This is an optimization exercise on Yosys and OpenROAD, whose aim is small area, a short achievable clock period and few clock cycles, not a production implementation. In this exercise RTL edits were held to simulation tests only and were not proved equivalent to the original.

==> flow/design.v (excerpt) <==
module thermistor_frame_aggregator #(
  parameter int PACK_COUNT = tfa_pkg::PACK_COUNT_DEF
) (
  input  logic               clk,
  input  logic               rst_n,
  input  logic               start,
  output logic               busy,
  input  tfa_pkg::in_beat_t  in_data,
  output logic               out_strobe,
  output tfa_pkg::out_beat_t out_data,
  input  logic               cfg_valid,
  output logic               cfg_ready,
  input  logic [7:0]         cfg_index,
  input  logic [15:0]        cfg_data
);
  localparam int NH = 12;    
  logic [15:0] stale_r;
  logic [7:0]  module_r;
  assign cfg_ready = 1'b1;
  always_ff @(posedge clk) begin
    if (!rst_n) begin
      stale_r  <= tfa_pkg::STALE_RESET;
      module_r <= tfa_pkg::MODULE_RESET;
    end else if (cfg_valid) begin
      if (cfg_index == 8'd0) stale_r <= cfg_data;
      else if (cfg_index == 8'd1) module_r <= cfg_data[7:0];
    end
  end
  logic        busy_r;
  assign busy = busy_r;
  logic [3:0]  pack, half;
  logic        in_rep, half_ok, wr_rx, wr_lo, dec_w, dec_r;
  logic [15:0] dec_nhim1;
  logic [16:0] dec_g;
  assign pack    = in_data.frame_id[7:4];
  assign half    = in_data.frame_id[3:0];
  assign in_rep  = (in_data.mode == tfa_pkg::MODE_REPORT);
  assign half_ok = (half == 4'd1) || (half == 4'd2);
  ...
make LEC_CHECK=0 ABC_CLOCK_PERIOD_IN_PS=3500 CAP_MARGIN=20 CORE_MARGIN=2 CORE_UTILIZATION=45 PLACE_DENSITY=0.6 SETUP_SLACK_MARGIN=4.5 SLEW_MARGIN=20 finish   # period 8.0 ns
run.sh (not shown) runs the stock make flow with config.mk's settings and CLKGATE_MAP_FILE= SYNTH_SCRIPT=/design/flow/synth_recipe.tcl, a recipe that flattens the netlist after the stock synthesis.
Testbench counts at the start, summed over its fixed seeds: cycles 4,958.
Next try:
--- a/flow/design.v
+++ b/flow/design.v
@@ -428,17 +428,15 @@
   endfunction
   logic       p6_r, p7_r, p8_r, p9_r, p10_r;
   logic       p6_neg, p7_neg, p8_neg, p9_neg;
   logic [5:0] p6_d, p7_d, p8_d;
   logic [6:0] p6_d3, p7_d3, p8_d3;
   logic [5:0] p6_rem, p7_rem, p8_rem;
   logic [7:0] p6_nq, p7_nq, p8_nq, p9_q;
-  rec_t       p6_rec, p7_rec, p8_rec, p9_rec;
-  logic [6:0] p10_sel;
-  logic [7:0] p10_ts;
+  rec_t       p6_rec, p7_rec, p8_rec, p9_rec, p10_rec;
   logic [7:0] ckp, p6_ck, p7_ck, p8_ck, p9_ck;
   logic [7:0] x6, x7, x8, x9;
   assign ckp = p5_cka + 8'(p5_rec.hid) + 8'(p5_rec.lid);
   assign x6 = div_row({1'b0, p5_n[12:8]}, p5_n[7:6], p5_d, p5_d3);
   assign x7 = div_row(p6_rem, p6_nq[7:6], p6_d, p6_d3);
   assign x8 = div_row(p7_rem, p7_nq[7:6], p7_d, p7_d3);
   assign x9 = div_row(p8_rem, p8_nq[7:6], p8_d, p8_d3);
@@ -475,16 +473,15 @@
     p7_neg  <= p6_neg;
     p8_neg  <= p7_neg;
     p9_neg  <= p8_neg;
     p6_rec  <= p5_rec;
     p7_rec  <= p6_rec;
     p8_rec  <= p7_rec;
     p9_rec  <= p8_rec;
-    p10_sel <= p9_rec.sel;
-    p10_ts  <= p9_rec.ts;
+    p10_rec <= p9_rec;
     p6_ck   <= ckp;
     p7_ck   <= p6_ck;
     p8_ck   <= p7_ck;
     p9_ck   <= p8_ck;
   end
   logic [7:0] avg;
   assign avg = p9_neg ? 8'(-p9_q) : p9_q;
@@ -504,19 +501,21 @@
       out_r.byte_4     <= {1'b0, p9_rec.m, 2'b00} + {2'b00, p9_rec.m, 1'b0};
       out_r.byte_5     <= 8'(p9_rec.hid);
       out_r.byte_6     <= 8'(p9_rec.lid);
       out_r.byte_7     <= p9_ck + avg;
       out_r.last       <= 1'b0;
     end else begin
       out_r.frame_kind <= tfa_pkg::KIND_GENERAL;
-      out_r.byte_0     <= 8'(p10_sel);
-      out_r.byte_1     <= p10_ts;
-      out_r.byte_2     <= 8'(p10_sel);
-      out_r.byte_3     <= out_r.byte_1;
-      out_r.byte_4     <= out_r.byte_2;
+      out_r.byte_0     <= 8'(p10_rec.sel);
+      out_r.byte_1     <= p10_rec.ts;
+      out_r.byte_2     <= 8'(p10_rec.sel);
+      out_r.byte_3     <= p10_rec.lo;
+      out_r.byte_4     <= p10_rec.hi;
+      out_r.byte_5     <= 8'(p10_rec.hid);
+      out_r.byte_6     <= 8'(p10_rec.lid);
       out_r.byte_7     <= tfa_pkg::GEN_TAIL;
       out_r.last       <= 1'b1;
     end
   end
   assign out_strobe = out_strobe_r;
   assign out_data   = out_r;
 endmodule
Effect: Wire length drops slightly; global-route usage drops by 0.33 points; clock-buffer cell count climbs by 12; via count hardly moves; fmax climbs slightly; first-iteration DRC count drops by a few percent; design area is about the same; area after synthesis climbs slightly; register-to-register slack is better by 70 ps; sequential share of layout area climbs by 0.41 points.
Testbench counts after the change, summed over its fixed seeds: cycles 4,958.

what the ideal ports hide:
The results above use ideal ports. As a check the final layouts listed here were re-extracted and re-timed, cells and wires unchanged.
Step 1 assumes that a clkbuf_16 drives the clock port and a buf_2 every other input.
Step 2 moves the port delays by t, midway between the first and last clock arrival at a register: inputs arrive t later, outputs are due t later. That takes back most of the time a late clock gives input paths.
a / b / c = no drivers / after step 1 / after step 2; a / b = the first two.
run	shift t [ns]	setup slack, ns	worst hold slack (ns)	worst setup path at the end
the first run	0.973	4.304 / 4.304 / 3.614	0.305 / 0.305 / 0.305	input to register
the second run	0.957	4.372 / 4.372 / 3.494	0.320 / 0.320 / 0.320	input to register
After both steps setup and hold are still met in every run listed. The setup slack of the second run, which loses most, moves by 0.000 ns with the drivers and by -0.878 ns with both steps.
